This is an optimization exercise on Yosys and OpenROAD, whose aim is small area, a short achievable clock period and few clock cycles, not a production implementation. RTL that was checked went through simulation tests only; none was proved equivalent to the original. For run 2, only the layout was checked, not whether the RTL still works.

## flow/design.v (module list and top-level ports; edited modules follow where they fit)
// module mac_fa: 4 lines
// module mac_ha: 4 lines
// module approx_mac_top: 1778 lines
module approx_mac_top (
    input  wire                         clk,
    input  wire                         arst_n,
    input  wire [33:0]                  cmd,     
    input  wire                         cmd_valid,
    output logic                        cmd_ready,
    output logic [151:0]                result,  
    output logic                        result_valid,
    input  wire                         result_ready
);
  // ...
==> flow/flow/run.sh <==
#!/bin/bash
# The standard layout (the standard.sh, all ORFS steps unchanged), except that the
# port buffers buffer_ports inserts are sky130_fd_sc_hd__buf_1 cells instead of the
# delay buffers it picks by default. Every input and output port still gets a buffer.
set -euo pipefail
export BUFFER_PORTS_ARGS="-buffer_cell sky130_fd_sc_hd__buf_1"
bash standard.sh > standard_flow.log 2>&1
==> flow/standard.sh <==
#!/bin/bash
# synth_recipe.tcl (not shown) runs the flow's synth.tcl, then flattens the netlist and writes it again
# the make line also repeats each setting of config.mk as NAME=value (left out here)
make -C /OpenROAD-flow-scripts/flow DESIGN_CONFIG=/design/flow/config.mk WORK_HOME=/design/flow/orfs CLKGATE_MAP_FILE= SYNTH_SCRIPT=/design/flow/synth_recipe.tcl "${@:-finish}"
==> flow/config.mk <==
export PLATFORM = sky130hd
export DESIGN_NAME = approx_mac_top
export DESIGN_NICKNAME = approx_mac_top
export VERILOG_FILES = /design/flow/design.v
export SDC_FILE = /design/flow/constraint.sdc
export NUM_CORES = 4
export LEC_CHECK = 0
export CAP_MARGIN = 20
export CORE_MARGIN = 2
export CORE_UTILIZATION = 60
export CTS_BUF_LIST = sky130_fd_sc_hd__clkbuf_8
export CTS_CLUSTER_DIAMETER = 50
export CTS_CLUSTER_SIZE = 12
export SETUP_SLACK_MARGIN = 5
export SLEW_MARGIN = 20
export SYNTH_HIERARCHICAL = 1
==> flow/constraint.sdc <==
create_clock -name core_clock -period 9.0 [get_ports {clk}]
set_input_delay 1.8000 -clock core_clock [delete_from_list [all_inputs] [get_ports {clk}]]
set_output_delay 1.8000 -clock core_clock [all_outputs]
set_load 0.01 [all_outputs]
==> results.toml, run 1 <==
[clock_tree]
htreeDepth = 2
cts_setup_buffers = 44
ctsRootBufferMaster = "clkbuf_8"

[finish]
multi_input_area_share_pct = 61.8
clkbuf_count = 43
multi_input_area_um2 = 15600
stdcell_area_um2 = 25300
buf_share_pct = 5.78
sh_seq_area_pct = 25.6
regMostFlops = "pr_q"
drive_gt1_share_pct = 10.3

[timing]
period_minus_slack_ns = 3.93
slew_viol_final = 0
slew_headroom_pct = 36.3
whs_ns = 0.502

[drt]
route.met3.wl_mm = 4.36
wire_per_inst_um = 20.7

[job]
cap_violations = 0

[synthesis]
muxShareOfSynthArea_pct = 0.766
synthSimpleGateAreaFrac_pct = 17.6
synth-adder-area-share_pct = 32.6
synth_edf_count = 34
synth_top_area_cell = "fa_1"
ys_warn_count = 7
syn_area_um2 = 22200
async_flop_share_pct = 54.6
yosysSeqAreaShare_pct = 29.1

[global_routing]
grt_busiest_layer = "met2"
grt_pass1_vias = 17100

[critical_path]
start_kind = "register"
endpoint = "pr_q[36]"
ff2ff_setup_slack_ns = 5.07
startpoint = "y[6]"

[min_path]
hold_start = "a_op[1]"
hold-path-endpoint = "b_apx"

[outcome]
status = "complete, no violations"

[die]
tap_cells = 468

[placed_design]
dp_cells = 2737
Testbench counts, summed over its fixed seeds: cycles 8,168.
==> run 2: changes to the inputs <==
--- a/flow/design.v
+++ b/flow/design.v
@@ -35,69 +35,75 @@
 module mac_fa (input wire a, input wire b, input wire c, output logic s, output logic co);
     assign s  = a ^ b ^ c;
     assign co = (a & b) | (a & c) | (b & c);
 endmodule
 module mac_ha (input wire a, input wire b, output logic s, output logic co);
     assign s  = a ^ b;
     assign co = a & b;
 endmodule
+module mac_add #(parameter int W = 8) (
+    input  wire  [W-1:0] a,
+    input  wire  [W-1:0] b,
+    input  wire          ci,
+    output logic [W:0]   s
+);
+    logic [W+1:0] t;
+    assign t = {1'b0, a, 1'b1} + {1'b0, b, ci};
+    assign s = t[W+1:1];
+endmodule
+module mac_inc #(parameter int W = 8) (
+    input  wire  [W-1:0] a,
+    input  wire          ci,
+    output logic [W-1:0] s
+);
+    assign s = a + {{(W-1){1'b0}}, ci};
+endmodule
 `default_nettype wire
 `default_nettype none
 module approx_mac_top (
     input  wire                         clk,
     input  wire                         arst_n,
     input  wire [33:0]                  cmd,     
     input  wire                         cmd_valid,
     output logic                        cmd_ready,
     output logic [151:0]                result,  
     output logic                        result_valid,
     input  wire                         result_ready
 );
     mac_op_pkg::mac_cmd_t         cmd_s;
     mac_data_pkg::mac_result_t    result_s;
     assign cmd_s  = cmd;
     assign result = result_s;
-    logic       a_v;        
+    logic       a_v;
     logic [1:0] a_op;
-    logic       clr_p;      
-    logic       go;         
-    logic       accept;
-    logic       clr_go;     
-    logic       a_go;       
+    logic       go;
     logic       a_v_nxt;
-    logic       clr_p_nxt;
     logic       rv_nxt;
     logic       b_clr;
     logic       b_apx;
     logic       b_exa;
-    assign go        = !result_valid || result_ready;
-    assign accept    = cmd_valid && cmd_ready;
-    assign clr_go    = clr_p && go;
-    assign a_go      = a_v && go && !clr_p;
-    assign a_v_nxt   = (a_v && !a_go) || (accept && cmd_s.op != mac_op_pkg::OP_CLEAR);
-    assign clr_p_nxt = (clr_p && !clr_go) || (accept && cmd_s.op == mac_op_pkg::OP_CLEAR);
-    assign rv_nxt    = (result_valid && !result_ready) || (a_go && a_op == mac_op_pkg::OP_READ);
+    assign go      = !result_valid || result_ready;
+    assign a_v_nxt = (a_v && !go) || (cmd_valid && cmd_ready);
+    assign rv_nxt  = (result_valid && !result_ready) || (a_v && go && a_op == mac_op_pkg::OP_READ);
     always_ff @(posedge clk or negedge arst_n) begin
         if (!arst_n) begin
             a_v          <= 1'b0;
-            clr_p        <= 1'b0;
             cmd_ready    <= 1'b1;
             result_valid <= 1'b0;
             b_clr        <= 1'b0;
             b_apx        <= 1'b0;
             b_exa        <= 1'b0;
         end else begin
             a_v          <= a_v_nxt;
-            clr_p        <= clr_p_nxt;
             result_valid <= rv_nxt;
-            cmd_ready    <= !(a_v_nxt && (rv_nxt || clr_p_nxt));
-            b_clr        <= clr_go;
-            b_apx        <= a_go && a_op == mac_op_pkg::OP_MAC_APPROX;
-            b_exa        <= a_go && a_op == mac_op_pkg::OP_MAC_EXACT;
+            cmd_ready    <= !(a_v_nxt && rv_nxt);
+            b_clr        <= a_v && go && a_op == mac_op_pkg::OP_CLEAR;
+            b_apx        <= a_v && go && a_op == mac_op_pkg::OP_MAC_APPROX;
+            b_exa        <= a_v && go && a_op == mac_op_pkg::OP_MAC_EXACT;
         end
     end
     logic [16-1:0] x;   
     logic [16-1:0] y;   
     logic                   ex;  
     always_ff @(posedge clk) begin
         if (cmd_ready) begin
             a_op <= cmd_s.op;
@@ -1648,17 +1654,22 @@
     mac_fa et_fa167 (.a(et_w119), .b(et_w120), .c(et_w167), .s(et_w165), .co(et_w166));
     mac_fa et_fa169 (.a(et_w121), .b(et_w122), .c(et_w84), .s(et_w168), .co(et_w169));
     assign et_w172 = ~((x[2] & y[14]) ^ (x[3] & y[13]));
     mac_fa et_fa172 (.a(et_w123), .b(et_w124), .c(et_w172), .s(et_w170), .co(et_w171));
     assign et_w175 = ~((x[4] & y[13]) ^ (x[5] & y[12]));
     mac_fa et_fa175 (.a(et_w125), .b(et_w126), .c(et_w175), .s(et_w173), .co(et_w174));
     assign et_w176 = ~(et_w127 ^ ((x[4] & y[13]) ^ (x[5] & y[12])));
     assign et_w177 = et_w127 | ((x[4] & y[13]) ^ (x[5] & y[12]));
-    assign elo = {1'b0, et_w161, et_w159, et_w156, et_w153, et_w150, et_w147, et_w145, et_w142, et_w139, et_w136, et_w132, et_w130, et_w129, 1'b1} + {1'b0, et_w162, et_w160, et_w158, et_w155, et_w152, et_w149, et_w146, et_w144, et_w141, et_w138, et_w135, et_w131, ~(x[1] & y[0]), ~(x[0] & y[0])};
+    mac_add #(.W(14)) elo_add (
+        .a  ({et_w161, et_w159, et_w156, et_w153, et_w150, et_w147, et_w145, et_w142, et_w139, et_w136, et_w132, et_w130, et_w129, 1'b1}),
+        .b  ({et_w162, et_w160, et_w158, et_w155, et_w152, et_w149, et_w146, et_w144, et_w141, et_w138, et_w135, et_w131, ~(x[1] & y[0]), ~(x[0] & y[0])}),
+        .ci (1'b0),
+        .s  (elo)
+    );
     always_ff @(posedge clk) begin
         elo_q <= elo;
         pr_q[0] <= ((x[0] & y[0]) & ex);
         pr_q[1] <= ((x[0] & y[1]) & ex);
         pr_q[2] <= ((x[1] & y[0]) & ex);
         pr_q[3] <= pt_w620;
         pr_q[4] <= ((x[2] & y[0]) & ex);
         pr_q[5] <= pt_w621;
@@ -1775,48 +1786,57 @@
     assign at_w73 = ~acc[37];
     assign at_w74 = acc[37];
     assign at_w75 = ~acc[38];
     assign at_w76 = acc[38];
     assign at_w77 = ~acc[39];
     assign at_w78 = acc[39];
     assign acc_s = {at_w76, at_w74, at_w72, at_w70, at_w68, at_w66, at_w64, at_w62, at_w60, at_w58, at_w56, at_w54, at_w52, at_w50, at_w48, at_w46, at_w44, at_w42, at_w40, at_w38, at_w36, at_w34, at_w32, at_w30, at_w28, at_w26, at_w24, at_w22, at_w20, at_w18, at_w16, at_w14, at_w12, at_w10, at_w8, at_w6, at_w4, at_w2, at_w1, acc[0]};
     assign acc_c = {at_w77, at_w75, at_w73, at_w71, at_w69, at_w67, at_w65, at_w63, at_w61, at_w59, at_w57, at_w55, at_w53, at_w51, at_w49, at_w47, at_w45, at_w43, at_w41, at_w39, at_w37, at_w35, at_w33, at_w31, at_w29, at_w27, at_w25, at_w23, at_w21, at_w19, at_w17, at_w15, at_w13, at_w11, at_w9, at_w7, at_w5, at_w3, pr_q[2], pr_q[0]};
-    assign ehi = {1'b1, er_q[10], er_q[8], er_q[6], er_q[4], er_q[2], er_q[0], 1'b1} + {1'b0, 1'b0, er_q[9], er_q[7], er_q[5], er_q[3], er_q[1], elo_q[14]};
-    assign d = {ehi[7:1], elo_q[13:0]};
+    mac_add #(.W(7)) ehi_add (
+        .a  ({1'b1, er_q[10], er_q[8], er_q[6], er_q[4], er_q[2], er_q[0]}),
+        .b  ({1'b0, 1'b0, er_q[9], er_q[7], er_q[5], er_q[3], er_q[1]}),
+        .ci (elo_q[14]),
+        .s  (ehi)
+    );
+    assign d = {ehi[6:0], elo_q[13:0]};
     logic [48-1:0]  err_sum;
     logic [19:0]            max_q;
     logic [32-1:0] approx_cnt;
     logic                   neg;
     logic [19:0]            d_inv;    
     logic [19:0]            abs_err;  
     logic [48:0]            sum_nxt;
-    logic [21:0]            cmp;      
+    logic [20:0]            cmp;      
+    logic [40:0]            acc_nxt;
+    logic [31:0]            cnt_nxt;
     assign neg     = d[20];
     assign d_inv   = d[19:0] ^ {20{neg}};
-    assign abs_err = d_inv + {19'b0, neg};
-    assign sum_nxt = {err_sum, 1'b1} + {28'b0, d_inv, neg};
-    assign cmp     = {1'b0, d_inv, 1'b1} + {1'b0, ~max_q, neg};
+    mac_inc #(.W(20)) abs_inc (.a(d_inv), .ci(neg), .s(abs_err));
+    mac_add #(.W(48)) sum_add (.a(err_sum), .b({28'b0, d_inv}), .ci(neg), .s(sum_nxt));
+    mac_add #(.W(20)) cmp_add (.a(d_inv), .b(~max_q), .ci(neg), .s(cmp));
+    mac_add #(.W(40)) acc_add (.a(acc_s), .b(acc_c), .ci(1'b0), .s(acc_nxt));
+    mac_inc #(.W(32)) cnt_inc (.a(approx_cnt), .ci(1'b1), .s(cnt_nxt));
     always_ff @(posedge clk or negedge arst_n) begin
         if (!arst_n) begin
             acc        <= '0;
             err_sum    <= '0;
             max_q      <= '0;
             approx_cnt <= '0;
         end else if (b_clr) begin
             acc        <= '0;
             err_sum    <= '0;
             max_q      <= '0;
             approx_cnt <= '0;
         end else begin
-            if (b_apx || b_exa) acc <= acc_s + acc_c;  
+            if (b_apx || b_exa) acc <= acc_nxt[39:0];  
             if (b_apx) begin
-                err_sum    <= sum_nxt[48:1];
-                approx_cnt <= approx_cnt + 1'b1;
-                if (cmp[21]) max_q <= abs_err;
+                err_sum    <= sum_nxt[47:0];
+                approx_cnt <= cnt_nxt;
+                if (cmp[20]) max_q <= abs_err;
             end
         end
     end
     assign result_s.acc        = acc;
     assign result_s.err_sum    = err_sum;
     assign result_s.err_max    = {12'b0, max_q};
     assign result_s.approx_cnt = approx_cnt;
 endmodule
==> flow/config.mk (replaced) <==
export PLATFORM = sky130hd
export DESIGN_NAME = approx_mac_top
export DESIGN_NICKNAME = approx_mac_top
export VERILOG_FILES = /design/flow/design.v
export SDC_FILE = /design/flow/constraint.sdc
export NUM_CORES = 4
export LEC_CHECK = 0
export CAP_MARGIN = 20
export CORE_MARGIN = 2
export CORE_UTILIZATION = 60
export CTS_BUF_LIST = sky130_fd_sc_hd__clkbuf_8
export CTS_CLUSTER_DIAMETER = 60
export CTS_CLUSTER_SIZE = 16
export SETUP_SLACK_MARGIN = 5
export SLEW_MARGIN = 20
export SYNTH_HIERARCHICAL = 1
==> run 2 against run 1 <==
Compared with the run above: still clean; non-clock buffer count increased by 48; clock-buffer cell count decreased by 11; via count increased by 14%; clock skew decreased by 0.0066 ns; highest routed layer unchanged; wire length increased by 13%.
==> results.toml, run 2 <==
[clock_tree]
clk_path_buf_depth = 3
clkLatencyLatePin_ns = 0.69
cts_hold_buf = 0
cts_tree = "built"
ctsRootBufferMaster = "clkbuf_8"
cts.sinks = 268
cts_buffers = 31
htreeDepth = 1
path_clk_slew_ns = 0.09

[timing]
timing.final.crit_share_pct = 46.9
finalHoldViolCount = 0
report.final.setup_viol = 0
layout_setup_ws_ns = 4.78
fin_setup_tns_ns = 0
clock_skew_ns = 0.0430
rsz0062_at_grt = "yes"
clock.fmax_ghz = 0.237
whs_ns = 0.566
period_minus_slack_ns = 4.22
slew_headroom_pct = 34.2
slew_viol_final = 0
worst_pin_slew_ns = 0.987

[finish]
reg_top3 = "pr_q (62), err_sum (48), acc (40)"
drive_gt1_share_pct = 15.6
fin_nets = 3238
largest_reg_flops = 62
final_common_cell = "fa_1"
regMostFlops = "pr_q"
stdcell_area_um2 = 29300
area_growth_pct = 16.8
mostFrequentLayoutCells = "fa_1, nand2_1, buf_1, and2_1, nor2_1"

[critical_path]
critPathArrivalTime_ns = 4.72
worstSetupEndpointType = "register"
start_kind = "register"
worstPathRequired_ns = 9.50
cp_max_fo = 7
ff2ff_setup_slack_ns = 4.78
crit_type = "reg2reg"

[min_path]
hp-class = "reg2reg"

[global_routing]
antenna_found_initial = 0
grt.total_usage_pct = 30.8
grt_pass1_wl_mm = 107
grt_pass1_vias = 20000
gr-total-overflow = 0
grt_max_degree = 86

[placed_design]
gp_congestion = 0.921
hpwl_mm = 47.4
dp_slack_ns = 3.92
dpl_cell_area_um2 = 26400
port_buffers = 179

[die]
initial_core_util_pct = 61.2
dieArea_um2 = 43500
die_w_um = 208
die_y_um = 208
core_area_um2 = 41000
num_rows = 74
io_pins = 192

[drt]
wire_per_inst_um = 20.4
dr.first_iter.drc_count = 1438
ant_nets = 0
dr_total_vias = 19500
routed_wl_mm = 67.3
drcViolationCount = 0
drt-vias-per-instance = 5.89
firstDrtPassIters = 5

[job]
cap_violations = 0

[synthesis]
synthCells = 2503
syn_area_um2 = 25100
avgSynthCellArea_um2 = 10.0
ys_warn_count = 7

[outcome]
status = "complete, no violations"
[run 2: routing by layer]
layer	vias up	track usage (%)	part of all wire [%]
met1	9744	39.9	42
li1	8992	-	-
met5	-	0	0
met2	583	53.2	50
met4	0	11.4	3.4
met3	141	4.03	5.3
[run 2: critical path: stages, from the launching register on]
cell       delay [ns]
dfxtp_2          0.34
ha_4             0.26
a21o_1           0.19
a2111oi_2        0.29
mux2i_1          0.14
nand2_2          0.11
buf_12           0.16
buf_16           0.16
buf_12           0.11
xor2_4           0.21
ha_4             0.25
o21ai_2          0.16
nor2_4           0.07
a211oi_4         0.31
nor3_2           0.09
nor3b_2          0.29
o21ai_2          0.18
a2111oi_4        0.38
a311oi_2         0.06
mux2i_1          0.21
nor2_1           0.07
[run 2: cell type report]
| type | instances | area [um2] |
|---|---|---|
| multi-input cells | 2038 | 19100 |
| flip-flops and latches | 268 | 6450 |
| well taps | 532 | 666 |
| fillers | 3103 | 11700 |
| clock inverters | 25 | 312 |
| diodes | 2 | 5.00 |
| clock buffers | 32 | 440 |
| repair buffers | 315 | 2020 |
| inverters | 93 | 349 |
[run 2: metrics by stage]
stage | cells | util (%)
floorplan | 2552 | -
global placement | 3131 | 64.3
detailed placement | 3131 | 64.3
CTS | 3254 | 68.9
global route | 3303 | 71.4
finish | 3305 | 71.4
[run 2: what timing repair did]
item,4_1_cts,5_1_grt
pin swaps,36,63
resized for setup,89,120
setup endpoints to repair,83,58
setup buffers,65,46
cloned,1,3
[run 2: final timing paths]
kind,start,to,cells after the start
max in group asynchronous,arst_n,acc[31],2
worst max-delay path,er_q[6],err_sum[46],20
worst max register to register,er_q[6],err_sum[46],20
worst min-delay path,err_sum[34],err_sum[34],2
min in group asynchronous,arst_n,max_q[11],1
worst min register to register,err_sum[34],err_sum[34],2

==> what the ideal ports hide <==
In the flow no input, the clock included, has a driving cell. The finished layouts below were timed again as built, in two steps.
Step 1 assumes that a clkbuf_16 drives the clock port and a buf_2 every other input.
Step 2, shift: input delay + t, output delay - t, t = (earliest + latest rising clock arrival at the registers) / 2. This alone moves slack from input paths to output paths.
Three values: ideal, step 1, step 2; two values: the first two.
run	t, ns	setup slack, ns	worst hold slack (ns)
run 1	0.643	5.073 / 5.073 / 5.073	0.502 / 0.502 / 0.502
run 2	0.726	4.778 / 4.778 / 4.778	0.566 / 0.566 / 0.566
After both steps setup and hold are still met in every run listed.
